This design comes from an exercise in tuning for small area, a short achievable clock period and few clock cycles per item on the open sky130 flow, not from production work. Only simulation tests tie the RTL to the original design; equivalence was not proved. Power is estimated from default activity; no workload was simulated.

## flow/config.mk

```make
export PLATFORM = sky130hd
export DESIGN_NAME = infix_expression_evaluator_unit
export DESIGN_NICKNAME = infix_expression_evaluator_unit
export VERILOG_FILES = /design/flow/design.v
export SDC_FILE = /design/flow/constraint.sdc
export NUM_CORES = 4
export LEC_CHECK = 0
export CAP_MARGIN = 20
export CORE_MARGIN = 2
export CORE_UTILIZATION = 40
export SLEW_MARGIN = 20
```

## flow/constraint.sdc

```tcl
create_clock -name core_clock -period 14.0 [get_ports {clk}]
set_input_delay 2.8000 -clock core_clock [delete_from_list [all_inputs] [get_ports {clk}]]
set_output_delay 2.8000 -clock core_clock [all_outputs]
set_load 0.01 [all_outputs]
```

## flow/design.v

```verilog
package iee_pkg;
    typedef logic [2:0] status_t;
    localparam status_t ST_OK   = 3'd0;
    localparam status_t ST_DIV0 = 3'd1;
    localparam status_t ST_MAL  = 3'd2;
    localparam status_t ST_OVF  = 3'd3;
    localparam status_t ST_SAT  = 3'd4;
    localparam status_t ST_BAD  = 3'd5;
endpackage
import iee_pkg::*;
module iee_alu #(
    parameter int VW = 48,
    parameter int MK = 4,
    parameter int DR = 2
) (
    input  logic            clk,
    input  logic            rst_n,
    input  logic            start,
    input  logic            isdiv,
    input  logic [VW-1:0]   a,
    input  logic [VW-1:0]   b,
    output logic            done,
    output logic [VW-1:0]   res,
    output logic            sat
);
    localparam int NB = 50;                  
    localparam int CW = 6;
    localparam logic [1:0] A_IDLE = 2'd0;
    localparam logic [1:0] A_RUN  = 2'd1;
    localparam logic [1:0] A_FIN  = 2'd2;
    logic [1:0]     st_reg;
    logic [CW-1:0]  cnt_reg;
    logic           div_reg, neg_reg, hs_reg;
    logic [VW-1:0]  ma_reg;                  
    logic [NB-1:0]  mb_reg;                  
    logic [VW-1:0]  mh_reg;                  
    logic [NB-1:0]  ml_reg;                  
    logic [VW-1:0]  xa, yb;
    assign xa = a[VW-1] ? (~a + 1'b1) : a;
    assign yb = b[VW-1] ? (~b + 1'b1) : b;
    logic [CW-1:0]  cnt_n;
    logic [NB-1:0]  mb_n, ml_n;
    logic [VW-1:0]  mh_n;
    logic [VW:0]    r2;
    logic [VW+1:0]  df;
    logic           ge, sk;
    logic [VW+MK-1:0] t;
    always_comb
    begin
        mb_n  = mb_reg;
        ml_n  = ml_reg;
        mh_n  = mh_reg;
        cnt_n = cnt_reg;
        r2    = '0;
        df    = '0;
        ge    = 1'b0;
        t     = '0;
        sk    = (cnt_reg >= CW'(8)) && (mh_reg[VW-1:VW-8] == 8'd0) &&
                ({mh_reg[VW-9:0], mb_reg[NB-1:NB-8]} < ma_reg);
        if (div_reg) begin
            if (sk) begin
                mh_n  = {mh_reg[VW-9:0], mb_reg[NB-1:NB-8]};
                mb_n  = mb_reg << 8;
                ml_n  = ml_reg << 8;
                cnt_n = cnt_reg - CW'(8);
            end else begin
                for (int s = 0; s < DR; s++) begin
                    r2 = {mh_n, mb_n[NB-1]};
                    df = {1'b0, r2} - {2'b00, ma_reg};
                    ge = !df[VW+1];
                    mh_n = ge ? df[VW-1:0] : r2[VW-1:0];
                    mb_n = mb_n << 1;
                    ml_n = {ml_n[NB-2:0], ge};
                end
                cnt_n = cnt_reg - CW'(DR);
            end
        end else begin
            t     = (VW+MK)'(mh_reg) + (VW+MK)'(ma_reg) * (VW+MK)'(mb_reg[MK-1:0]);
            mh_n  = t[VW+MK-1:MK];
            ml_n  = {2'b00, t[MK-1:0], ml_reg[VW-1:MK]};
            mb_n  = mb_reg >> MK;
            cnt_n = cnt_reg - CW'(1);
        end
    end
    logic [VW-1:0]  p;
    logic           rb, hi, ovf;
    always_comb
    begin
        if (div_reg) begin
            p  = ml_reg[NB-1:2];
            rb = ml_reg[1];
            hi = hs_reg;
        end else begin
            p  = {mh_reg[15:0], ml_reg[VW-1:16]};
            rb = ml_reg[15];
            hi = (mh_reg[VW-1:16] != '0);
        end
        if (neg_reg) ovf = hi || (p[VW-1] && ((p[VW-2:0] != '0) || rb));
        else         ovf = hi || p[VW-1] || ((&p[VW-2:0]) && rb);
        if (ovf) res = neg_reg ? {1'b1, {(VW-1){1'b0}}} : {1'b0, {(VW-1){1'b1}}};
        else     res = (p ^ {VW{neg_reg}}) + VW'(rb ^ neg_reg);
    end
    assign sat  = ovf;
    assign done = (st_reg == A_FIN);
    always_ff @(posedge clk or negedge rst_n)
    begin
        if (!rst_n) begin
            st_reg <= A_IDLE;
        end else begin
            case (st_reg)
                A_IDLE:  if (start) st_reg <= (isdiv && (yb[VW-1:16] == '0) && (yb[15:0] <= xa[VW-1:32])) ? A_FIN : A_RUN;
                A_RUN:   if (cnt_n == '0) st_reg <= A_FIN;
                default: st_reg <= A_IDLE;
            endcase
        end
    end
    always_ff @(posedge clk)
    begin
        if (st_reg == A_IDLE) begin
            if (start) begin
                div_reg <= isdiv;
                neg_reg <= a[VW-1] ^ b[VW-1];
                hs_reg  <= (yb[VW-1:16] == '0) && (yb[15:0] <= xa[VW-1:32]);
                ml_reg  <= '0;
                if (isdiv) begin
                    ma_reg  <= yb;
                    mh_reg  <= VW'(xa[VW-1:32]);
                    mb_reg  <= {xa[31:0], 18'd0};
                    cnt_reg <= CW'(NB);
                end else begin
                    ma_reg  <= xa;
                    mh_reg  <= '0;
                    if (yb[15:0] == '0) begin
                        mb_reg  <= NB'(yb[VW-1:16]);
                        cnt_reg <= CW'((VW - 16) / MK);
                    end else begin
                        mb_reg  <= NB'(yb);
                        cnt_reg <= CW'(VW / MK);
                    end
                end
            end
        end else if (st_reg == A_RUN) begin
            mb_reg  <= mb_n;
            ml_reg  <= ml_n;
            mh_reg  <= mh_n;
            cnt_reg <= cnt_n;
        end
    end
endmodule
import iee_pkg::*;
module infix_expression_evaluator_unit (
    input  logic            clk,
    input  logic            rst_n,
    input  logic            in_valid,
    output logic            in_ready,
    input  logic [7:0]      char_code,
    input  logic            last,
    output logic            out_valid,
    input  logic            out_ready,
    output logic [47:0]     value,
    output logic [2:0]      status
);
    localparam int VW   = 48;
    localparam int SD   = 16;
    localparam int CNW  = 5;
    localparam int NDBL = 18;           
    localparam int FK   = 6;            
    localparam int CCW  = 2;
    localparam int TQ   = 4;            
    localparam int TW   = VW + 8;
    localparam logic [VW-1:0] VMAX = {1'b0, {(VW-1){1'b1}}};
    localparam logic [VW-1:0] VMIN = {1'b1, {(VW-1){1'b0}}};
    localparam logic [2:0] S_IDLE = 3'd0;
    localparam logic [2:0] S_END  = 3'd1;
    localparam logic [2:0] S_RED  = 3'd3;
    localparam logic [2:0] S_MD   = 3'd4;
    localparam logic [2:0] S_OUT  = 3'd5;
    localparam logic [1:0] C_OP  = 2'd0;
    localparam logic [1:0] C_RP  = 2'd1;
    localparam logic [1:0] C_END = 2'd2;
    localparam logic [2:0] K_NONE = 3'd0;
    localparam logic [2:0] K_LP   = 3'd1;
    localparam logic [2:0] K_RP   = 3'd2;
    localparam logic [2:0] K_OP   = 3'd3;
    localparam logic [2:0] K_BAD  = 3'd4;
    logic       chv, full;
    logic       c_lst, c_dig, c_dot, c_ws, c_lp, c_rp, c_op, c_md, c_sd;
    logic [3:0] c_d;
    logic       consume, take;
    logic [12:0] e0, e1, ein;
    assign in_ready = !full;
    assign take     = in_valid && !full;
    assign {c_lst, c_d, c_dig, c_dot, c_ws, c_lp, c_rp, c_op, c_md, c_sd} = e0;
    always_comb
    begin
        ein = {last, char_code[3:0],
               (char_code[7:4] == 4'h3) && (char_code[3:0] <= 4'd9),
               (char_code == 8'h2E),
               (char_code == 8'h20) || ((char_code >= 8'd9) && (char_code <= 8'd13)),
               (char_code == 8'h28),
               (char_code == 8'h29),
               (char_code == 8'h2A) || (char_code == 8'h2B) || (char_code == 8'h2D) || (char_code == 8'h2F),
               (char_code == 8'h2A) || (char_code == 8'h2F),
               (char_code == 8'h2D) || (char_code == 8'h2F)};
    end
    always_ff @(posedge clk or negedge rst_n)
    begin
        if (!rst_n) begin
            chv  <= 1'b0;
            full <= 1'b0;
        end else begin
            if (consume) begin
                chv  <= full || take;
                full <= 1'b0;
            end else begin
                chv  <= chv || take;
                full <= full || (chv && take);
            end
        end
    end
    always_ff @(posedge clk)
    begin
        if (consume ? !full : !chv) e0 <= ein;
        else if (consume) e0 <= e1;
        if (!consume && chv && take) e1 <= ein;
    end
    logic           innum_reg, innum_n, dot_reg, dot_n, dot2_reg, dot2_n;
    logic           fendp_reg, fendp_n;         
    logic [30:0]    ip_reg, ip_n;
    logic           nsat_reg, nsat_n;           
    logic           fsat_reg, fsat_n;           
    logic [3:0]     fb_reg [6];
    logic [3:0]     fb_n [6];
    logic [2:0]     fdig_reg, fdig_n;
    logic           fcd_reg, fcd_n;             
    logic [CCW-1:0] ccnt_reg, ccnt_n;
    logic [NDBL-1:0] t_reg, t_n;
    logic           tkv, tk_num, tk_sat, tk_lst;
    logic [2:0]     tk_k;
    logic           tk_md, tk_sd;
    logic [VW-1:0]  tk_val;
    logic           emit, tk_take, tk_free;
    logic [2:0]     em_k;
    logic [TW-1:0]  tq_e [TQ];
    logic [TW-1:0]  tq_in;
    logic [2:0]     tq_cnt;
    assign tkv = (tq_cnt != '0);
    assign {tk_num, tk_sat, tk_lst, tk_k, tk_md, tk_sd, tk_val} = tq_e[0];
    logic [17:0]    tq;
    logic [16:0]    fq;
    assign tq = {1'b0, t_reg[NDBL-1:1]} + 18'd1;
    assign fq = (fdig_reg != '0) ? tq[17:1] : 17'd0;
    logic           nsat_close;
    logic [VW-1:0]  nval;
    always_comb
    begin
        nsat_close = 1'b0;
        if (nsat_reg) begin
            nval = VMAX;
            nsat_close = (fq != '0);
        end else if (fq[16]) begin
            if (&ip_reg) begin
                nval = VMAX;
                nsat_close = 1'b1;
            end else begin
                nval = {1'b0, ip_reg + 31'd1, 16'd0};
            end
        end else begin
            nval = {1'b0, ip_reg, fq[15:0]};
        end
    end
    logic [34:0]    ipx;
    assign ipx = {ip_reg, 3'b000} + {3'b000, ip_reg, 1'b0} + 35'(c_d);
    logic [3:0]     dd [FK+1][6];
    logic [FK-1:0]  dbits;
    always_comb
    begin
        for (int i = 0; i < 6; i++) dd[0][i] = fb_reg[i];
        for (int k = 0; k < FK; k++) begin
            dbits[FK-1-k] = (dd[k][0] >= 4'd5);
            for (int i = 0; i < 6; i++) begin
                dd[k+1][i] = ((dd[k][i] >= 4'd5) ? ((dd[k][i] - 4'd5) << 1) : (dd[k][i] << 1)) |
                             ((i < 5) ? 4'((dd[k][(i < 5) ? i + 1 : i] >= 4'd5)) : 4'd0);
            end
        end
    end
    logic           needconv, cgo;
    assign needconv = innum_reg && (fdig_reg != '0) && !fcd_reg;
    always_comb
    begin
        innum_n  = innum_reg;
        dot_n    = dot_reg;
        dot2_n   = dot2_reg;
        fendp_n  = fendp_reg;
        ip_n     = ip_reg;
        nsat_n   = nsat_reg;
        fsat_n   = fsat_reg;
        for (int i = 0; i < 6; i++) fb_n[i] = fb_reg[i];
        fdig_n   = fdig_reg;
        fcd_n    = fcd_reg;
        ccnt_n   = ccnt_reg;
        t_n      = t_reg;
        consume  = 1'b0;
        emit     = 1'b0;
        cgo      = 1'b0;
        em_k     = K_NONE;
        if (c_lp)      em_k = K_LP;
        else if (c_rp) em_k = K_RP;
        else if (c_op) em_k = K_OP;
        else if (!c_ws && !c_dig && !c_dot) em_k = K_BAD;
        if (fendp_reg) begin
            em_k = K_NONE;
            if (needconv) begin
                cgo = 1'b1;
            end else if (tk_free) begin
                emit = 1'b1;
                fendp_n = 1'b0;
            end
        end else if (chv) begin
            if (c_dig) begin
                consume = 1'b1;
                if (c_lst) fendp_n = 1'b1;
                if (!innum_reg) begin
                    innum_n = 1'b1; dot_n = 1'b0; dot2_n = 1'b0;
                    for (int i = 0; i < 6; i++) fb_n[i] = 4'd0;
                    fdig_n = '0; nsat_n = 1'b0; fsat_n = 1'b0; ccnt_n = '0;
                    ip_n = 31'(c_d);
                end else if (dot2_reg) begin
                end else if (dot_reg) begin
                    if (fdig_reg < 3'd6) begin
                        fb_n[fdig_reg] = c_d;
                        fdig_n = fdig_reg + 1'b1;
                    end
                end else begin
                    if (nsat_reg || ipx[34:31] != '0) begin
                        nsat_n = 1'b1;
                        fsat_n = 1'b1;
                    end else begin
                        ip_n = ipx[30:0];
                    end
                end
            end else if (c_dot) begin
                consume = 1'b1;
                if (c_lst) fendp_n = 1'b1;
                if (!innum_reg) begin
                    innum_n = 1'b1; dot_n = 1'b1; dot2_n = 1'b0;
                    for (int i = 0; i < 6; i++) fb_n[i] = 4'd0;
                    fdig_n = '0; nsat_n = 1'b0; fsat_n = 1'b0; ccnt_n = '0;
                    ip_n = '0;
                end else if (dot_reg) begin
                    dot2_n = 1'b1;
                end else begin
                    dot_n = 1'b1;
                end
            end else if (c_ws && !c_lst && !innum_reg) begin
                consume = 1'b1;
            end else if (needconv) begin
                cgo = 1'b1;
            end else if (tk_free) begin
                emit = 1'b1;
                consume = 1'b1;
            end
        end
        if (emit) begin
            innum_n = 1'b0;
            fcd_n   = 1'b0;
        end
        if (cgo) begin
            for (int i = 0; i < 6; i++) fb_n[i] = dd[FK][i];
            t_n    = {t_reg[NDBL-FK-1:0], dbits};
            ccnt_n = ccnt_reg + 1'b1;
            if (ccnt_reg == CCW'(NDBL / FK - 1)) fcd_n = 1'b1;
        end
    end
    always_ff @(posedge clk or negedge rst_n)
    begin
        if (!rst_n) begin
            innum_reg <= 1'b0;
            dot_reg   <= 1'b0;
            dot2_reg  <= 1'b0;
            fendp_reg <= 1'b0;
            fcd_reg   <= 1'b0;
            tq_cnt    <= '0;
        end else begin
            innum_reg <= innum_n;
            dot_reg   <= dot_n;
            dot2_reg  <= dot2_n;
            fendp_reg <= fendp_n;
            fcd_reg   <= fcd_n;
            tq_cnt    <= tq_cnt + 3'(emit) - 3'(tk_take);
        end
    end
    always_ff @(posedge clk)
    begin
        ip_reg   <= ip_n;
        nsat_reg <= nsat_n;
        fsat_reg <= fsat_n;
        for (int i = 0; i < 6; i++) fb_reg[i] <= fb_n[i];
        fdig_reg <= fdig_n;
        ccnt_reg <= ccnt_n;
        t_reg    <= t_n;
        for (int i = 0; i < TQ; i++) begin
            if (emit && (3'(i) == tq_cnt - 3'(tk_take))) tq_e[i] <= tq_in;
            else if (tk_take && i < TQ - 1) tq_e[i] <= tq_e[(i < TQ - 1) ? i + 1 : i];
        end
    end
    assign tq_in = {innum_reg, innum_reg && (fsat_reg || nsat_close), fendp_reg || c_lst,
                    em_k, c_md, c_sd, nval};
    logic [2:0]     state_reg, state_n;
    logic [1:0]     ctx_reg, ctx_n;
    logic           pmd_reg, pmd_n, psd_reg, psd_n;      
    logic           elst_reg, elst_n;                    
    iee_pkg::status_t err_reg;
    iee_pkg::status_t err_n;
    logic [CNW-1:0] vcnt_reg, vcnt_n, ocnt_reg, ocnt_n;
    logic [VW-1:0]  vs [SD];
    logic [2:0]     os [SD];                
    logic           vpush, vpopw, opush, opop, opop2, orep;
    logic [VW-1:0]  vres;
    logic [2:0]     onew;
    logic [CNW-1:0] pc;
    logic           ov_reg, ov_n;
    logic [VW-1:0]  oval_reg, oval_n;
    iee_pkg::status_t ost_reg;
    iee_pkg::status_t ost_n;
    assign tk_take = (state_reg == S_IDLE) && tkv;
    assign tk_free = (tq_cnt != 3'(TQ)) || (state_reg == S_IDLE);
    logic           alu_start, alu_done, alu_sat;
    logic [VW-1:0]  alu_res;
    iee_alu #(.VW(VW)) u_alu (
        .clk   (clk),
        .rst_n (rst_n),
        .start (alu_start),
        .isdiv (os[0][0]),
        .a     (vs[1]),
        .b     (vs[0]),
        .done  (alu_done),
        .res   (alu_res),
        .sat   (alu_sat)
    );
    assign out_valid = ov_reg;
    assign value     = oval_reg;
    assign status    = ost_reg;
    logic [VW:0]    asum;
    logic [VW-1:0]  ares;
    logic           asat;
    assign asum = os[0][0] ? ({vs[1][VW-1], vs[1]} - {vs[0][VW-1], vs[0]})
                           : ({vs[1][VW-1], vs[1]} + {vs[0][VW-1], vs[0]});
    assign asat = (asum[VW] != asum[VW-1]);
    assign ares = asat ? (asum[VW] ? VMIN : VMAX) : asum[VW-1:0];
    logic hard;
    assign hard = (err_reg != ST_OK) && (err_reg != ST_SAT);
    logic           fin, fhard, ohard;
    iee_pkg::status_t fst;
    logic [VW-1:0]  fval;
    logic           nxt;        
    logic           red;
    always_comb
    begin
        state_n  = state_reg;
        ctx_n    = ctx_reg;
        pmd_n    = pmd_reg;
        psd_n    = psd_reg;
        elst_n   = elst_reg;
        err_n    = err_reg;
        vcnt_n   = vcnt_reg;
        ocnt_n   = ocnt_reg;
        ov_n     = ov_reg;
        oval_n   = oval_reg;
        ost_n    = ost_reg;
        vpush    = 1'b0;
        vpopw    = 1'b0;
        vres     = ares;
        opush    = 1'b0;
        opop     = 1'b0;
        opop2    = 1'b0;
        orep     = 1'b0;
        onew     = 3'b100;
        alu_start = 1'b0;
        fin      = 1'b0;
        nxt      = 1'b0;
        red      = 1'b0;
        fhard    = 1'b0;
        ohard    = 1'b0;
        fst      = ST_OK;
        fval     = '0;
        pc       = ocnt_reg - 1'b1;
        if (ov_reg && out_ready) ov_n = 1'b0;
        case (state_reg)
            S_IDLE:
            begin
                if (tkv) begin
                    if (hard) begin
                        if (tk_lst) fin = 1'b1;
                    end else begin
                        if (tk_num) begin
                            if (tk_sat && err_n == ST_OK) err_n = ST_SAT;
                            if (vcnt_reg >= CNW'(SD)) begin
                                if (err_n == ST_OK || err_n == ST_SAT) err_n = ST_OVF;
                            end else begin
                                vpush  = 1'b1;
                                vcnt_n = vcnt_reg + 1'b1;
                            end
                        end
                        state_n = tk_lst ? S_END : S_IDLE;
                        case (tk_k)
                            K_LP:
                            begin
                                if (ocnt_reg >= CNW'(SD)) begin
                                    if (err_n == ST_OK || err_n == ST_SAT) err_n = ST_OVF;
                                end else begin
                                    opush = 1'b1; onew = 3'b100;
                                    ocnt_n = ocnt_reg + 1'b1;
                                end
                            end
                            K_RP:
                            begin
                                if (ocnt_reg == '0) begin
                                    if (err_n == ST_OK || err_n == ST_SAT) err_n = ST_MAL;
                                end else if (os[0][2]) begin
                                    opop = 1'b1;
                                    ocnt_n = ocnt_reg - 1'b1;
                                end else begin
                                    ctx_n = C_RP; elst_n = tk_lst; state_n = S_RED;
                                end
                            end
                            K_OP:
                            begin
                                if (ocnt_reg != '0 && !os[0][2] && (os[0][1] || !tk_md)) begin
                                    ctx_n = C_OP; elst_n = tk_lst; pmd_n = tk_md; psd_n = tk_sd;
                                    state_n = S_RED;
                                end else if (ocnt_reg >= CNW'(SD)) begin
                                    if (err_n == ST_OK || err_n == ST_SAT) err_n = ST_OVF;
                                end else begin
                                    opush = 1'b1; onew = {1'b0, tk_md, tk_sd};
                                    ocnt_n = ocnt_reg + 1'b1;
                                end
                            end
                            K_BAD:
                            begin
                                if (err_n == ST_OK || err_n == ST_SAT) err_n = ST_BAD;
                            end
                            default:
                            begin
                                if (tk_lst) begin
                                    if ((err_n != ST_OK && err_n != ST_SAT) || ocnt_reg == '0) begin
                                        fin = 1'b1;
                                    end else if (os[0][2]) begin
                                        err_n = ST_MAL;
                                        fin = 1'b1;
                                    end else begin
                                        ctx_n = C_END; state_n = S_RED;
                                    end
                                end
                            end
                        endcase
                    end
                end
            end
            S_END:
            begin
                if (hard || ocnt_reg == '0) begin
                    fin = 1'b1;
                end else if (os[0][2]) begin
                    err_n = ST_MAL;
                    fin = 1'b1;
                end else begin
                    ctx_n = C_END; state_n = S_RED;
                end
            end
            S_RED:
            begin
                if (hard) begin
                    if (ctx_reg == C_END) fin = 1'b1;
                    else state_n = elst_reg ? S_END : S_IDLE;
                end else begin
                    case (ctx_reg)
                        C_RP:
                        begin
                            if (ocnt_reg == '0) begin
                                err_n = ST_MAL;
                                state_n = elst_reg ? S_END : S_IDLE;
                            end else if (os[0][2]) begin
                                opop = 1'b1;
                                ocnt_n = ocnt_reg - 1'b1;
                                state_n = elst_reg ? S_END : S_IDLE;
                            end else begin
                                red = 1'b1;
                            end
                        end
                        C_OP:
                        begin
                            if (ocnt_reg != '0 && !os[0][2] && (os[0][1] || !pmd_reg)) begin
                                red = 1'b1;
                            end else begin
                                if (ocnt_reg >= CNW'(SD)) begin
                                    err_n = ST_OVF;
                                end else begin
                                    opush = 1'b1; onew = {1'b0, pmd_reg, psd_reg};
                                    ocnt_n = ocnt_reg + 1'b1;
                                end
                                state_n = elst_reg ? S_END : S_IDLE;
                            end
                        end
                        default:
                        begin
                            if (ocnt_reg == '0) begin
                                fin = 1'b1;
                            end else if (os[0][2]) begin
                                err_n = ST_MAL;
                                fin = 1'b1;
                            end else begin
                                red = 1'b1;
                            end
                        end
                    endcase
                    if (red) begin
                        if (vcnt_reg < CNW'(2)) begin
                            opop = 1'b1;
                            ocnt_n = ocnt_reg - 1'b1;
                            err_n = ST_MAL;
                        end else if (!os[0][1]) begin
                            opop = 1'b1;
                            ocnt_n = ocnt_reg - 1'b1;
                            vpopw = 1'b1; vres = ares;
                            vcnt_n = vcnt_reg - 1'b1;
                            if (asat && err_n == ST_OK) err_n = ST_SAT;
                            nxt = 1'b1;
                        end else if (os[0][0] && vs[0] == '0) begin
                            opop = 1'b1;
                            ocnt_n = ocnt_reg - 1'b1;
                            vpopw = 1'b1; vres = '0;
                            vcnt_n = vcnt_reg - 1'b1;
                            err_n = ST_DIV0;
                        end else begin
                            alu_start = 1'b1;
                            state_n = S_MD;
                        end
                    end
                end
            end
            S_MD:
            begin
                if (alu_done) begin
                    opop = 1'b1;
                    ocnt_n = ocnt_reg - 1'b1;
                    vpopw = 1'b1; vres = alu_res;
                    vcnt_n = vcnt_reg - 1'b1;
                    if (alu_sat && err_n == ST_OK) err_n = ST_SAT;
                    state_n = S_RED;
                    nxt = 1'b1;
                end
            end
            S_OUT:
            begin
                fin = 1'b1;
            end
            default: state_n = S_IDLE;
        endcase
        if (nxt) begin
            case (ctx_reg)
                C_OP:
                begin
                    if (!(pc != '0 && !os[1][2] && (os[1][1] || !pmd_reg))) begin
                        opop = 1'b0; orep = 1'b1; onew = {1'b0, pmd_reg, psd_reg};
                        ocnt_n = ocnt_reg;
                        state_n = elst_reg ? S_END : S_IDLE;
                    end
                end
                C_RP:
                begin
                    if (pc == '0) begin
                        err_n = ST_MAL;
                        state_n = elst_reg ? S_END : S_IDLE;
                    end else if (os[1][2]) begin
                        opop = 1'b0; opop2 = 1'b1;
                        ocnt_n = ocnt_reg - 2'd2;
                        state_n = elst_reg ? S_END : S_IDLE;
                    end
                end
                default:
                begin
                    if (pc == '0) begin
                        fin = 1'b1;
                    end else if (os[1][2]) begin
                        err_n = ST_MAL;
                        fin = 1'b1;
                    end
                end
            endcase
        end
        if (fin) begin
            fhard = (err_n != ST_OK) && (err_n != ST_SAT);
            fst   = (!fhard && vcnt_n != CNW'(1)) ? ST_MAL : err_n;
            ohard = (fst != ST_OK) && (fst != ST_SAT);
            fval  = ohard ? '0 : (vpush ? tk_val : (vpopw ? vres : vs[0]));
            if (!ov_reg) begin
                ov_n    = 1'b1;
                oval_n  = fval;
                ost_n   = fst;
                vcnt_n  = '0;
                ocnt_n  = '0;
                err_n   = ST_OK;
                state_n = S_IDLE;
            end else begin
                state_n = S_OUT;
            end
        end
    end
    always_ff @(posedge clk or negedge rst_n)
    begin
        if (!rst_n) begin
            state_reg <= S_IDLE;
            ctx_reg   <= C_OP;
            elst_reg  <= 1'b0;
            err_reg   <= ST_OK;
            vcnt_reg  <= '0;
            ocnt_reg  <= '0;
            ov_reg    <= 1'b0;
        end else begin
            state_reg <= state_n;
            ctx_reg   <= ctx_n;
            elst_reg  <= elst_n;
            err_reg   <= err_n;
            vcnt_reg  <= vcnt_n;
            ocnt_reg  <= ocnt_n;
            ov_reg    <= ov_n;
        end
    end
    always_ff @(posedge clk)
    begin
        pmd_reg  <= pmd_n;
        psd_reg  <= psd_n;
        oval_reg <= oval_n;
        ost_reg  <= ost_n;
    end
    always_ff @(posedge clk)
    begin
        if (vpush) begin
            vs[0] <= tk_val;
            for (int i = 1; i < SD; i++) vs[i] <= vs[i-1];
        end else if (vpopw) begin
            vs[0] <= vres;
            for (int i = 1; i < SD - 1; i++) vs[i] <= vs[i+1];
        end
        if (opush) begin
            os[0] <= onew;
            for (int i = 1; i < SD; i++) os[i] <= os[i-1];
        end else if (orep) begin
            os[0] <= onew;
        end else if (opop) begin
            for (int i = 0; i < SD - 1; i++) os[i] <= os[i+1];
        end else if (opop2) begin
            for (int i = 0; i < SD - 2; i++) os[i] <= os[i+2];
        end
    end
endmodule
```

## flow/run.sh

```bash
#!/bin/bash
# synth_recipe.tcl (not shown) runs the flow's synth.tcl, then flattens the netlist and writes it again
# the make line also repeats each setting of config.mk as NAME=value (left out here)
make -C /OpenROAD-flow-scripts/flow DESIGN_CONFIG=/design/flow/config.mk WORK_HOME=/design/flow/orfs CLKGATE_MAP_FILE= SYNTH_SCRIPT=/design/flow/synth_recipe.tcl finish
```

==> results of run 1 <==
-- metal layers --
layer | vias to the layer above | wire [um] | track usage [%]
met3 | 569 | 19200 | 3.64
met5 | - | 0 | 0
met4 | 0 | 13800 | 10.3
li1 | 35500 | - | -
met2 | 2613 | 135000 | 38.7
met1 | 37100 | 134000 | 34.5
-- per-stage QoR --
stage / total power, W / std cells / util, % / cell area [sq um] / hold WS [ns]
floorplan: 0.0198 / 10200 / - / 93700 / 0.400
global placement: 0.0239 / 13000 / 41.7 / 97100 / 0.434
detailed placement: 0.0244 / 13000 / 41.7 / 97100 / 0.436
CTS: 0.0287 / 13300 / 43.9 / 102000 / 0.441
global route: 0.0309 / 13300 / 43.9 / 102000 / 0.453
finish: 0.0287 / 13300 / 43.9 / 102000 / 0.442
-- power groups by stage --
stage          logic [W]  registers [W]  clock network, W
3_5_place_dp      0.0164        0.00792                 0
4_1_cts           0.0165        0.00785           0.00427
6_report          0.0167        0.00787           0.00418
3_3_place_gp      0.0160        0.00789                 0
5_1_grt           0.0185        0.00797           0.00443
2_1_floorplan     0.0122        0.00755                 0
-- critical path, stage by stage (launching register included) --
cell       delay, ns
edfxtp_1        0.43
inv_1           0.14
ha_1            0.20
inv_1           0.06
fa_1            0.42
a211oi_1        0.30
o31ai_1         0.21
a211o_1         0.37
a211oi_1        0.56
a21oi_1         0.40
a2111oi_0       0.98
o41ai_1         0.23
xnor2_1         0.17
o21ai_0         0.26
ha_1            0.37
and3_1          0.26
a31oi_1         0.17
nand2_1         0.09
a21o_1          0.18
a21oi_1         0.21
o31ai_1         0.16
and2_1          0.58
nor2_2          0.61
buf_4           0.34
nor2_1          0.09
a2111oi_0       0.41
-- kinds of logic (layout without fill, tap and decap cells) --
family                     after synthesis  in the layout  share of synthesized area (%)
AOI/OAI and AO/OA                     2032           2032                           13.7
DFF                                   1431           1431                           45.2
and+or+nand+nor                       4411           4411                           20.2
xor gates and xnor gates               498            498                           4.67
buffers and inverters                  975            873                           3.96
adders and majority gates              565            565                           8.71
muxes                                  310            310                           3.54
other                                    0              3                              0
-- cell usage in the layout, fill, tap and decap left out, types with 64 or more instances in the layout --
cell type	n
buf_4	106
nor2_1	621
nand2b_1	71
ha_1	420
nor3_1	126
edfxtp_1	1351
and2_1	139
nand2_1	2824
xor2_1	154
and3_1	64
nand3_1	139
clkdlybuf4s50_1	64
mux2_2	69
inv_1	398
mux2i_1	231
clkbuf_16	163
fa_1	145
o211ai_1	65
a211oi_1	126
a21oi_1	558
a31oi_1	74
o21ai_0	545
a21o_1	155
xnor2_1	343
nand4_1	78
-- layout make-up --
cell class / count / area [sq um]
Fill cell: 22400 / 130000
Multi-Input combinational cell: 7816 / 47800
Sequential cell: 1431 / 42300
Clock buffer: 206 / 4300
Tap cell: 3132 / 3920
Timing Repair Buffer: 178 / 1590
Inverter: 403 / 1530
Clock inverter: 86 / 841
Antenna cell: 3 / 7.51
-- final timing paths --
kind / end / slack [ns] / cells past startpoint
setup / recovery: u_alu.mh_reg[46] / 5.53 / 25
max in group asynchronous: u_alu.st_reg[1] / 11.44 / 2
min in group asynchronous: ctx_reg[0] / 2.07 / 2
hold reg to reg: vs[15][4] / 0.44 / 0
hold / removal: vs[15][4] / 0.44 / 0
setup reg to reg: u_alu.mh_reg[46] / 5.53 / 25
==> run summary, run 1 <==
By instance count, the leading cell after synthesis is nand2_1. The logs give 41.2 nW for the leakage power of the design and 0 for the number of pins with negative max-slew slack in the final report. In this run the remaining antenna-violating nets after routing total 0. TritonCTS built the clock tree. Synthesis instantiated 107 different standard cells from the library.

In this run the deepest clock path goes through 3 buffers. Net switching is 47.0% of the power. In the final routed layout, each cell accounts on average for 22.8 um. In the final layout, the share of cells above drive strength 1 is 5.42%.

The count of max-cap constraint violations is 0. The internal power of the cells totals 0.0152 W. The logs give 14.5% for the proportion of power drawn by the clock network and 14 for the number of synthesis warnings. After synthesis, the most frequently instantiated cells are nand2_1, edfxtp_1, nor2_1.

The portion of synthesized cell area occupied by the leading cell type works out to 43.3%. The mapped cell area is 93700 sq um. After synthesis, flip-flops and latches occupy 45.2% of the total area. The routed design could run at a clock period as short as 8.47 ns.

Once the clock tree was built, the setup fixing pass inserted 0 buffers. The run finished with no timing, DRC or antenna violations. The synthesis-stage register bit count is 1431, and the initial antenna violation count is 7.

The register share of total power is 27.4%. The flip-flop count of the largest register after layout was 768. For this block, the routed nets add up to 302 mm of wire. Number of hold violations in the final report: 0.

In this run the count of I/O pins placed on the die edge is 66. Dividing the final minimum period by the clock period gives 60.5%. The first global-routing pass estimated 457 mm of wire.

Combinational cells account for 58.1% of the total power. Final layout net count: 10600. Setup violations remaining at the end of the flow were counted as 0. The area growth from synthesis to layout was 9.22%; the worst vdd rail ir drop was 1.53 mV.

For this design, the CTS-stage hold fixing added 0 buffers. In this run the most critical hold path is launched from vs[14][4]. The largest net degree at the start of global routing is 219.

Headroom to the max-slew limit came out at 20.8%. The most critical setup path has its startpoint at u_alu.mb_reg[49]. The average footprint of a synthesized cell works out to 9.16 sq um. The congestion estimate from routability-driven global placement came to 0.984. The library cell with the largest summed area after synthesis is edfxtp_1.

The global route total overflow is 0, and the number of iterations in the first detailed-routing pass is 6. Clock-pin slew was measured on the worst setup and hold paths at 0.06 ns. After layout, the worst setup slack is 5.53 ns. STA classifies the critical path startpoint as a flop. Slew of the pin with the lowest slew margin: 1.17 ns.

Global routing consumed, over all layers together, 24.8% of the routing resources. For the via count of the routed design, the log shows 75800. The class of the tightest hold or removal check is flop to flop.

For this block, the initial DRC count from the detailed router was 7976. In this run the worst path has a maximum fanout of 19. The tools report the worst reg2reg path startpoint as u_alu.mb_reg[49]. The number of clock buffers inserted by TritonCTS was 161; the worst endpoint data arrival time was 9.03 ns. The floorplan step defined a die boundary enclosing 238000 sq um.

The tools report the number of global-route vias before repair as 72600. The synthesized netlist cell count was 10200. The cell sitting at the root of the clock tree is a clkbuf_16. Dividing the detail-routed via count by the number of cells gives 5.72. The count of buffers added on input and output ports is 65. The tools report the synthesized netlist net count as 10800. The number of levels the H-tree was split into came out at 4. The synthesized design contains 1351 enable-type register cells. The largest registers in the layout are vs (768), tq_e (220). The die is 488 um wide.

The insertion delay to the later sink of the worst-skew pair came out at 0.85 ns. The worst setup path is captured at a flop. The run gives 0 ns as the final-layout setup total negative slack. For this design the ratio of total power to cell area is 281 nW/um^2. Once detailed placement completed, the half-perimeter wirelength came to 219 mm. The most used flip-flop cell after synthesis is edfxtp_1. Timing would allow up to 0.118 GHz.

The clock arrives with 0.0639 ns of skew. In the post-synthesis netlist, the biggest area contributors are edfxtp_1, nand2_1, ha_1, xnor2_1, fa_1. Timing analysis after detailed placement gives a worst setup slack of 5.81 ns. After floorplanning, the core was sized to cover 233000 sq um. The initial core utilization came out at 40.2%. Clock tree synthesis found a total of 1431 sinks. The worst setup path is of the flop to flop kind.

Summed over all nets, the switching power comes to 0.0135 W. Ranked by flip-flop count, first place goes to vs. Data on the critical path is required at its endpoint by 14.56 ns. In this run, post-CTS repair resized a total of 0 instances. Setup repair after global routing left no endpoint under its margin. The number of rows created at floorplan was 177; the y dimension of the die was 488 um. For this run, design rule violations remaining after detail routing come to 0.

After synthesis, the share of flip-flops with an asynchronous set or reset is 2.24%.
Testbench counts, summed over its fixed seeds: cycles 31,104, exprs 512.
==> run 2: changes to the inputs <==
--- a/flow/design.v
+++ b/flow/design.v
@@ -11,6 +11,5 @@
 module iee_alu #(
     parameter int VW = 48,
-    parameter int MK = 4,
-    parameter int DR = 2
+    parameter int MK = 4
 ) (
     input  logic            clk,
@@ -29,8 +28,10 @@
     localparam logic [1:0] A_RUN  = 2'd1;
     localparam logic [1:0] A_FIN  = 2'd2;
+    localparam logic [1:0] A_PREP = 2'd3;
     logic [1:0]     st_reg;
     logic [CW-1:0]  cnt_reg;
     logic           div_reg, neg_reg, hs_reg;
     logic [VW-1:0]  ma_reg;                  
+    logic [VW+1:0]  d3_reg;                  
     logic [NB-1:0]  mb_reg;                  
     logic [VW-1:0]  mh_reg;                  
@@ -42,7 +43,7 @@
     logic [NB-1:0]  mb_n, ml_n;
     logic [VW-1:0]  mh_n;
-    logic [VW:0]    r2;
-    logic [VW+1:0]  df;
-    logic           ge, sk;
+    logic [VW+1:0]  r4;
+    logic [VW+2:0]  s1, s2, s3;
+    logic           sk;
     logic [VW+MK-1:0] t;
     always_comb
@@ -52,8 +53,9 @@
         mh_n  = mh_reg;
         cnt_n = cnt_reg;
-        r2    = '0;
-        df    = '0;
-        ge    = 1'b0;
         t     = '0;
+        r4    = {mh_reg, mb_reg[NB-1:NB-2]};
+        s1    = {1'b0, r4} - {3'b000, ma_reg};
+        s2    = {1'b0, r4} - {2'b00, ma_reg, 1'b0};
+        s3    = {1'b0, r4} - {1'b0, d3_reg};
         sk    = (cnt_reg >= CW'(8)) && (mh_reg[VW-1:VW-8] == 8'd0) &&
                 ({mh_reg[VW-9:0], mb_reg[NB-1:NB-8]} < ma_reg);
@@ -65,13 +67,19 @@
                 cnt_n = cnt_reg - CW'(8);
             end else begin
-                for (int s = 0; s < DR; s++) begin
-                    r2 = {mh_n, mb_n[NB-1]};
-                    df = {1'b0, r2} - {2'b00, ma_reg};
-                    ge = !df[VW+1];
-                    mh_n = ge ? df[VW-1:0] : r2[VW-1:0];
-                    mb_n = mb_n << 1;
-                    ml_n = {ml_n[NB-2:0], ge};
+                if (!s3[VW+2]) begin
+                    mh_n = s3[VW-1:0];
+                    ml_n = {ml_reg[NB-3:0], 2'd3};
+                end else if (!s2[VW+2]) begin
+                    mh_n = s2[VW-1:0];
+                    ml_n = {ml_reg[NB-3:0], 2'd2};
+                end else if (!s1[VW+2]) begin
+                    mh_n = s1[VW-1:0];
+                    ml_n = {ml_reg[NB-3:0], 2'd1};
+                end else begin
+                    mh_n = r4[VW-1:0];
+                    ml_n = {ml_reg[NB-3:0], 2'd0};
                 end
-                cnt_n = cnt_reg - CW'(DR);
+                mb_n  = mb_reg << 2;
+                cnt_n = cnt_reg - CW'(2);
             end
         end else begin
@@ -103,4 +111,6 @@
     assign sat  = ovf;
     assign done = (st_reg == A_FIN);
+    logic hs_n;
+    assign hs_n = (ma_reg[VW-1:16] == '0) && (ma_reg[15:0] <= mh_reg[15:0]);
     always_ff @(posedge clk or negedge rst_n)
     begin
@@ -109,5 +119,6 @@
         end else begin
             case (st_reg)
-                A_IDLE:  if (start) st_reg <= (isdiv && (yb[VW-1:16] == '0) && (yb[15:0] <= xa[VW-1:32])) ? A_FIN : A_RUN;
+                A_IDLE:  if (start) st_reg <= isdiv ? A_PREP : A_RUN;
+                A_PREP:  st_reg <= hs_n ? A_FIN : A_RUN;
                 A_RUN:   if (cnt_n == '0) st_reg <= A_FIN;
                 default: st_reg <= A_IDLE;
@@ -121,5 +132,4 @@
                 div_reg <= isdiv;
                 neg_reg <= a[VW-1] ^ b[VW-1];
-                hs_reg  <= (yb[VW-1:16] == '0) && (yb[15:0] <= xa[VW-1:32]);
                 ml_reg  <= '0;
                 if (isdiv) begin
@@ -140,4 +150,7 @@
                 end
             end
+        end else if (st_reg == A_PREP) begin
+            hs_reg <= hs_n;
+            d3_reg <= {2'b00, ma_reg} + {1'b0, ma_reg, 1'b0};
         end else if (st_reg == A_RUN) begin
             mb_reg  <= mb_n;
--- a/flow/config.mk
+++ b/flow/config.mk
@@ -9,3 +9,4 @@
 export CORE_MARGIN = 2
 export CORE_UTILIZATION = 40
+export SETUP_SLACK_MARGIN = 5
 export SLEW_MARGIN = 20
==> run 2 against run 1 <==
Effect of this change: still clean; die area is 6.9% higher; synthesized cell count is 8.8% higher; total power is 3.4% lower.
==> run summary, run 2 <==
The run finished with no timing, DRC or antenna violations. Count of filler cells inserted in the layout: 24100 (+7.5%). The worst setup path is captured at a flop.

Worst slack at placement: 6.27 ns (+0.464 ns). Summed over all instances, the cell type with the most area after synthesis is edfxtp_1. The number of global-route vias before repair was 79900 (+10%); the net switching power of the design was 0.0126 W (-6.8%). The fraction of layout cells with a size suffix above 1 is 4.88% (-0.55 points), and the shortest clock period the worst path allows after layout is 7.81 ns (-0.658 ns). The tools report the number of hold violations in the final report as 0 (unchanged). The setup slack after layout was 6.19 ns (+0.658 ns). For the worst endpoint data arrival time, the log shows 8.36 ns (-0.67 ns). The tools report the kind of start point of the critical path as a flop. In the post-synthesis netlist, the biggest area contributors are edfxtp_1, nand2_1, ha_1, o21ai_0, xnor2_1. Longest individual stage delay on the worst path: 0.41 ns (-0.57 ns). The register with the highest flop count was vs. The run gives 0.86 ns (about the same) as the insertion delay to the later sink of the worst-skew pair. Number of pins with negative max-slew slack in the final report: 0 (unchanged). The maximum fanout along the worst path came out at 8 (-11). Synthesis-stage register bit count: 1481 (+3.5%). The number of buffers inserted for hold repair after clock tree synthesis was 0 (unchanged).

The fraction of synthesis flops using an asynchronous set or reset pin is 2.16% (-0.075 points), and the slew of the pin with the lowest slew margin is 1.22 ns (+0.0464 ns). The initial core utilization was 40.2% (about the same); the final layout net count was 11600 (+9.6%). For the synthesized netlist cell count, the log shows 11100 (+8.8%). For the global route total overflow, the log shows 0 (unchanged). TritonCTS built the clock tree. The tools report the register share of total power as 29.9% (+2.5 points). The area growth from synthesis to layout was 9.12% (about the same).

The count of max-cap constraint violations was 0 (unchanged). For the number of buffers between clock root and the deepest sink, the log shows 3 (unchanged). The dominant synthesized flop cell was edfxtp_1. The number of rows created at floorplan was 183 (+3.4%); the largest net degree at the start of global routing was 227 (+3.7%). The critical path start-end classification is flop to flop. The number of clock buffers inserted by TritonCTS was 162 (+0.62%); the number of synthesized flops with an enable pin was 1401 (+3.7%). The total of cells resized after clock tree synthesis is 0 (unchanged). The library cell used most frequently in the layout, excluding fill and tap cells, is nand2_1. The post-CTS setup repair buffer count is 0 (unchanged). The number of synthesis warnings came out at 14 (unchanged). The width of the chip is 504 um (+3.4%), and the total chip power is 0.0278 W (-3.4%).

The iteration-0 DRC count of the detailed router was 9119 (+14%). The run gives 0 (unchanged) as the number of remaining DRC errors. The detail-routed net length per standard cell came out at 22.7 um (-0.52%). The headroom to the max-slew limit was 18.3% (-2.5 points). The worst vdd rail ir drop came out at 1.37 mV (-10%).

For the global-route wire length before repair, the log shows 494 mm (+8.1%). The clock net sink count was 1481 (+3.5%). The run gives 11 (+4) as the initial antenna violation count. The residual antenna-violating net count after detailed routing is 0 (unchanged), and the final weighted congestion in routability-driven placement is 0.983 (about the same). The switching portion of total power is 45.3% (-1.6 points), and the mapped cell area is 100000 sq um (+7.0%). The slowest stage of the critical path is the edfxtp_1 cell.

The y dimension of the die works out to 504 um (+3.4%). The flip-flop count of the largest register after layout works out to 768 (unchanged). The tools report the core box area as 249000 sq um (+6.9%).

The path class of the tightest hold or removal check is flop to flop. In the post-synthesis netlist, the cell with the most instances is nand2_1. The tools report the total of endpoints with negative setup slack in the final report as 0 (unchanged).

Among cell families on the critical path, the largest total delay comes from compound AO/OA/AOI/OAI gates. Setup repair after global routing left no endpoint under its margin. The total detailed-routing wirelength was 325 mm (+7.8%); the floorplan die area was 254000 sq um (+6.9%). The buffer and inverter count on the worst path was 6 (+3); the synthesized netlist net count was 11800 (+9.4%). The tree is rooted in a clkbuf_16. The logs give 54.5% (-3.6 points) for the combinational fraction of design power and 14.55 ns (about the same) for the required time of the worst setup path. For the final-layout setup total negative slack, the log shows 0 ns (unchanged).

Sorting the synthesized cells by how often they occur yields nand2_1, edfxtp_1, o21ai_0. The average footprint of a synthesized cell was 9.01 sq um (-1.7%); the placed wire-length estimate was 237 mm (+8.4%). The number of top-level pins is 66 (unchanged).

For the fraction of the yosys area taken by sequential cells, the log shows 43.8% (-1.4 points). The largest registers in the layout are vs (768), tq_e (220). The run gives 0.0152 W (-0.36%) as the internal portion of total power.

The count of buffers from port buffering is 65 (unchanged). The portion of synthesized cell area occupied by the leading cell type was 42.0% (-1.3 points); the setup clock skew after layout was 0.0599 ns (-0.00401 ns). Leakage power of the design: 44.1 nW (+6.9%).

The via-per-instance ratio is 5.80 (+1.4%). The power density over cell area was 254 nW/um^2 (-9.6%). The maximum clock frequency was 0.128 GHz (+8.4%); the proportion of power drawn by the clock network was 15.6% (+1.1 points). In the layout the commonest cells are nand2_1, edfxtp_1, o21ai_0. The number of levels the H-tree was split into is 4 (unchanged). The run gives 119 (+11%) as the distinct cell type count of the synthesized netlist. The via count of the routed design is 83300 (+9.9%), and the number of iterations in the first detailed-routing pass is 8 (+2). The clock transition at the register clock pins on the worst setup and hold paths after CTS was 0.06 ns (about the same); the global-route usage over all layers was 24.8% (about the same). The fraction of the cycle the final worst path needs is 55.8% (-4.7 points).
-- run 2: power by group through the flow --
stage / Combinational (W) / Clock (W) / Sequential, W
finish: 0.0151 / 0.00434 / 0.00830
global route: 0.0169 / 0.00459 / 0.00841
CTS: 0.0151 / 0.00443 / 0.00827
detailed placement: 0.0150 / 0 / 0.00835
global placement: 0.0146 / 0 / 0.00832
floorplan: 0.0113 / 0 / 0.00782
-- run 2: area by class of cell --
class                   count  area, sq um  area share [%]
flip-flops and latches   1481        43800            40.1
diodes                      3         7.51         0.00687
inverters                 459         1760            1.61
clock buffers             211         4300            3.93
well taps                3330         4170            3.81
multi-input cells        8598        52500            48.0
clock inverters            86         1030           0.941
repair buffers            191         1700            1.56
-- run 2: worst paths after layout --
check | from | end | slack [ns] | cells past startpoint
worst max-delay path | fb_reg[4][0] | fb_reg[3][1] | 6.19 | 36
worst min-delay path | vs[14][14] | vs[15][14] | 0.43 | 0
worst max register to register | fb_reg[4][0] | fb_reg[3][1] | 6.19 | 36
worst min register to register | vs[14][14] | vs[15][14] | 0.43 | 0
max in group asynchronous | rst_n | ocnt_reg[0] | 11.61 | 1
min in group asynchronous | rst_n | err_reg[2] | 1.95 | 1
-- run 2: routing by layer --
layer,up-vias,track usage (%),routed length [um]
met5,-,0,71
met4,6,12.2,17600
li1,38700,-,-
met2,3055,38.2,144000
met3,631,3.34,22200
met1,40900,34.4,142000
-- run 2: cell families after synthesis --
logic type | count (synthesis) | share of synthesized area, %
compound gates | 2367 | 15.0
xor+xnor | 562 | 4.92
fa+ha+maj | 683 | 9.63
buf+inv | 1038 | 4.00
flops | 1481 | 43.8
mux | 210 | 2.25
simple gates | 4776 | 20.4
-- run 2: metrics by stage --
stage | instances | hold slack (ns) | util (%) | instance area (sq um)
after global placement | 14100 | 0.432 | 41.8 | 104000
after global routing | 14400 | 0.455 | 43.9 | 109000
final | 14400 | 0.431 | 43.9 | 109000
after CTS | 14400 | 0.437 | 43.9 | 109000
after floorplan | 11100 | 0.400 | - | 100000
after detailed placement | 14100 | 0.432 | 41.8 | 104000
Testbench counts of run 2, summed over its fixed seeds: cycles 31,633, exprs 512.

-- what the ideal ports hide --
Ports are ideal in the flow. The routed layouts listed here were re-timed in OpenROAD. Step 1 sets driving cells, clkbuf_16 on the clock port and buf_2 on the other inputs (assumed; they add their load-dependent delay and slew). Step 2, shift: input delay + t, output delay - t, t = (earliest + latest rising clock arrival at the registers) / 2. This alone moves slack from input paths to output paths. Slacks: ideal ports / drivers / drivers and shift; pairs: ideal ports / drivers.
| run | t, ns | setup WS [ns] | hold slack, ns | worst setup path at the end | cell pins on the clock port's net |
|---|---|---|---|---|---|
| run 1 | 0.910 | 5.532 / 5.532 / 5.532 | 0.442 / 0.442 / 0.442 | register to register | 1 |
| run 2 | 0.916 | 6.190 / 6.190 / 6.190 | 0.431 / 0.431 / 0.431 | register to register | 1 |
After both steps setup and hold are still met in every run listed.
